From an optimization exercise on the open Yosys and OpenROAD flow, aimed at small area, a short achievable clock period and few clock cycles per item; shortcuts taken in it are not production practice. Function was checked by simulation only, so behaviour that the tests miss may differ from the original.

== JK ==
// ahb_ml_mac_acc
module ahb_ml_mac_acc #(
  parameter int DATA_W  = 16,
  parameter int VEC_LEN = 8,
  parameter int ACC_W   = 40
) (
  input  logic        HCLK,
  input  logic        HRESETn,
  input  logic        HSEL,
  input  logic        HREADY,
  input  logic [1:0]  HTRANS,
  input  logic [2:0]  HSIZE,
  input  logic        HWRITE,
  input  logic [31:0] HADDR,
  input  logic [31:0] HWDATA,
  output logic        HREADYOUT,
  output logic [1:0]  HRESP,
  output logic [31:0] HRDATA,
  output logic        IRQ
);
  localparam int SW = 35;    
  logic [DATA_W-1:0] x_q [VEC_LEN];
  logic [DATA_W-1:0] w_q [VEC_LEN];
  logic [VEC_LEN-1:0] vx_q, vw_q;
  logic [3:0]  len_q;
  logic [3:0]  eff_q;
  logic        ie_q, done_q, busy_q, cap_q, restart_q, kill_q, kill2_q, rz_q, irq_q;
  logic        mx_e, mw_e, fnb_q, m_fresh;
  logic [DATA_W-1:0] mx_q, mw_q;
  logic [SW-1:0] s_q;
  logic [SW-1:0] r_q;
  logic [31:0]   hr_q;
  logic [DATA_W-1:0] hx_q;
  logic       sel;
  logic       a_ctrl_n, a_len_n, a_lo_n, a_hi_n, a_x_n, a_w_n;
  logic [2:0] jn;
  logic       t_ctrl, t_len, t_x, t_w, wr_q;
  logic [2:0] j_q;
  assign sel      = HSEL & HREADY & HTRANS[1];
  assign a_ctrl_n = sel & (HADDR[7:0] == 8'h00);
  assign a_len_n  = sel & (HADDR[7:0] == 8'h04);
  assign a_lo_n   = sel & (HADDR[7:0] == 8'h08);
  assign a_hi_n   = sel & (HADDR[7:0] == 8'h0C);
  assign a_x_n    = sel & (HADDR[7:5] == 3'b010) & (HADDR[1:0] == 2'b00);
  assign a_w_n    = sel & (HADDR[7:5] == 3'b100) & (HADDR[1:0] == 2'b00);
  assign jn       = HADDR[4:2];
  logic d_ctrl, d_len, d_lo, d_hi, d_x, d_w;
  assign d_ctrl = (HADDR[7:0] == 8'h00);
  assign d_len  = (HADDR[7:0] == 8'h04);
  assign d_lo   = (HADDR[7:0] == 8'h08);
  ...
export LEC_CHECK = 0
export ABC_AREA = 1
export CAP_MARGIN = 10
export CORE_MARGIN = 2
export CORE_UTILIZATION = 70
export CTS_CLUSTER_DIAMETER = 60
export CTS_CLUSTER_SIZE = 35
export SLEW_MARGIN = 10
create_clock -name core_clock -period 11.0 [get_ports {HCLK}]
standard.sh (not shown) runs the stock make flow with config.mk's settings and CLKGATE_MAP_FILE= SYNTH_SCRIPT=/design/flow/synth_recipe.tcl, a recipe that flattens the netlist after the stock synthesis.
==> flow/flow/run.sh <==
#!/bin/bash
# The standard ORFS layout (standard.sh: the standard synthesis, then
# floorplan, placement, CTS and routing), with two changes to how it is made:
#  - repair_timing is asked to leave setup slack beyond the clock period
#    (SETUP_SLACK_MARGIN, in ns), so it sizes the paths for speed;
#  - every port still gets a buffer, but a plain buf_2 instead of the delay
#    cell buffer_ports picks by default.
# The SDC, the clock period and all other settings are the standard flow's.
set -euo pipefail
MARGIN=${MARGIN:-7.25}
bash standard.sh SETUP_SLACK_MARGIN=$MARGIN \
  "BUFFER_PORTS_ARGS=-buffer_cell sky130_fd_sc_hd__buf_2" \
  finish > flow_make.log 2>&1
Testbench counts of JK, summed over its fixed seeds: cycles 28,076, items 2,000.
The following lists how MS was set up differently from JK:
--- a/flow/design.v
+++ b/flow/design.v
@@ -23,19 +23,18 @@
   logic [VEC_LEN-1:0] vx_q, vw_q;
   logic [3:0]  len_q;
   logic [3:0]  eff_q;
   logic        ie_q, done_q, busy_q, cap_q, restart_q, kill_q, kill2_q, rz_q, irq_q;
   logic        mx_e, mw_e, fnb_q, m_fresh;
   logic [DATA_W-1:0] mx_q, mw_q;
   logic [SW-1:0] s_q;
   logic [SW-1:0] r_q;
   logic [31:0]   hr_q;
-  logic [DATA_W-1:0] hx_q;
   logic       sel;
   logic       a_ctrl_n, a_len_n, a_lo_n, a_hi_n, a_x_n, a_w_n;
   logic [2:0] jn;
   logic       t_ctrl, t_len, t_x, t_w, wr_q;
   logic [2:0] j_q;
   assign sel      = HSEL & HREADY & HTRANS[1];
   assign a_ctrl_n = sel & (HADDR[7:0] == 8'h00);
   assign a_len_n  = sel & (HADDR[7:0] == 8'h04);
   assign a_lo_n   = sel & (HADDR[7:0] == 8'h08);
@@ -200,44 +199,42 @@
   end
   always_ff @(posedge HCLK) begin
     if (cap_q & ~clear_go)
       r_q <= s_next;
   end
   logic [2:0]        kx_n, kw_n;
   logic [DATA_W-1:0] xm, wm;
   logic [SW-1:0]     r_next;
   logic rx_n, rw_n;
-  assign rx_n = HADDR[6];
-  assign rw_n = HADDR[7];
-  assign kx_n = (busy_q ? (sel & rx_n & ~rw_n) : (rx_n | rw_n)) ? jn : eff_next[2:0];
-  assign kw_n = (busy_q ? (sel & rw_n & ~rx_n) : (rx_n | rw_n)) ? jn : eff_next[2:0];
-  logic byp_x, byp_w, rbyp_x, rbyp_w;
-  assign byp_x  = wx & (j_q == kx_n);
-  assign byp_w  = ww & (j_q == kw_n);
-  assign rbyp_x = wx & (j_q == jn);
-  assign rbyp_w = ww & (j_q == jn);
-  assign xm = rbyp_x ? HWDATA[DATA_W-1:0] : x_q[kx_n];
-  assign wm = rbyp_w ? HWDATA[DATA_W-1:0] : w_q[kw_n];
+  assign rx_n = (HADDR[7:6] == 2'b01);
+  assign rw_n = (HADDR[7:6] == 2'b10);
+  assign kx_n = (rx_n | (rw_n & ~busy_q)) ? jn : eff_next[2:0];
+  assign kw_n = (rw_n | (rx_n & ~busy_q)) ? jn : eff_next[2:0];
+  logic byp_x, byp_w;
+  assign byp_x = wx & (j_q == kx_n);
+  assign byp_w = ww & (j_q == kw_n);
+  assign xm = byp_x ? HWDATA[DATA_W-1:0] : x_q[kx_n];
+  assign wm = byp_w ? HWDATA[DATA_W-1:0] : w_q[kw_n];
   assign r_next = cap_q ? s_next : r_q;
   always_ff @(posedge HCLK) begin
     mx_q <= hold_x ? mx_q : x_q[kx_n];
     mw_q <= hold_w ? mw_q : w_q[kw_n];
     mx_e <= hold_x | ((kx_n == eff_next[2:0]) & ~byp_x);
     mw_e <= hold_w | ((kw_n == eff_next[2:0]) & ~byp_w);
     m_fresh <= ~(byp_x | byp_w);
     hr_q <= ({32{d_ctrl}} & {28'd0, 1'b0, ie_next, done_next, busy_next}) |
             ({32{d_len}}  & {28'd0, len_next}) |
             ({32{d_lo & ~rz_next}} & r_next[31:0]) |
-            ({32{d_hi & ~rz_next}} & {{29{r_next[SW-1]}}, r_next[SW-1:32]});
-    hx_q <= ({DATA_W{d_x & vx_next[jn]}} & xm) |
-            ({DATA_W{d_w & vw_next[jn]}} & wm);
+            ({32{d_hi & ~rz_next}} & {{29{r_next[SW-1]}}, r_next[SW-1:32]}) |
+            ({32{d_x & vx_next[jn]}} & {{16{xm[DATA_W-1]}}, xm}) |
+            ({32{d_w & vw_next[jn]}} & {{16{wm[DATA_W-1]}}, wm});
   end
-  assign HRDATA    = hr_q | {{16{hx_q[DATA_W-1]}}, hx_q};
+  assign HRDATA    = hr_q;
   assign HREADYOUT = 1'b1;
   assign HRESP     = 2'b00;
   assign IRQ       = irq_q;
   logic unused_ok;
   assign unused_ok = ^{HSIZE, HTRANS[0], HADDR[31:8]};
 endmodule
 module mac_booth_csa (
   input  logic [15:0] a,
   input  logic [7:0] neg_in,
[compare] base=JK new=MS: number of cells on the critical path climbed 3, clock insertion delay at the later pin of the skew report dropped 20 ps, met1 capacity usage during global routing climbed 0.64 points, vias after detailed routing climbed about 6%.
Summary: with JK as the reference, average vias per placed instance in MS moved up slightly.
Measured against each other, MS and JK differ in number of antenna violations at the first check in global routing, the lower figure coming from JK.
Between MS and JK, it is MS whose number of non-clock buffers is higher, by 53%.
Lower non-clock buffer share of cell area goes to JK over MS.
MS: layout-stage area growth over the synthesis result is 5.5 points higher than what JK reported.
Of the two values seen for highest metal layer with signal wires, met5 was produced by MS and met4 by JK.
Against JK, number of ordinary inverters in the final layout in MS rose by more than a quarter.
Testbench counts of MS, summed over its fixed seeds: cycles 28,076, items 2,000.

[afterwards: timing with drivers on the ports]
Ports are ideal in the flow. The routed layouts listed here were re-timed in OpenROAD.
Step 1 sets driving cells, clkbuf_16 on the clock port and buf_2 on the other inputs (assumed; they add their load-dependent delay and slew).
Step 2 times the ports against the registers' clock, not the clock port: input delays grow and output delays shrink by t, the midpoint of the rising clock arrivals with the driver on.
Three values: ideal ports, drivers, drivers and shift; two values: the first two.
run | t, ns | setup slack, ns | worst setup path at the end | clock arrival spread, ns | pins driven straight from the clock port
JK | 0.660 | 7.162 / 7.184 / 6.524 | input to register | 0.034 / 0.034 | 1
MS | 0.636 | 6.841 / 6.853 / 6.217 | input to register | 0.047 / 0.046 | 1
After both steps every run listed still meets setup and hold. For JK, which loses most, drivers alone change the setup slack by +0.022 ns; drivers and shift together by -0.638 ns.
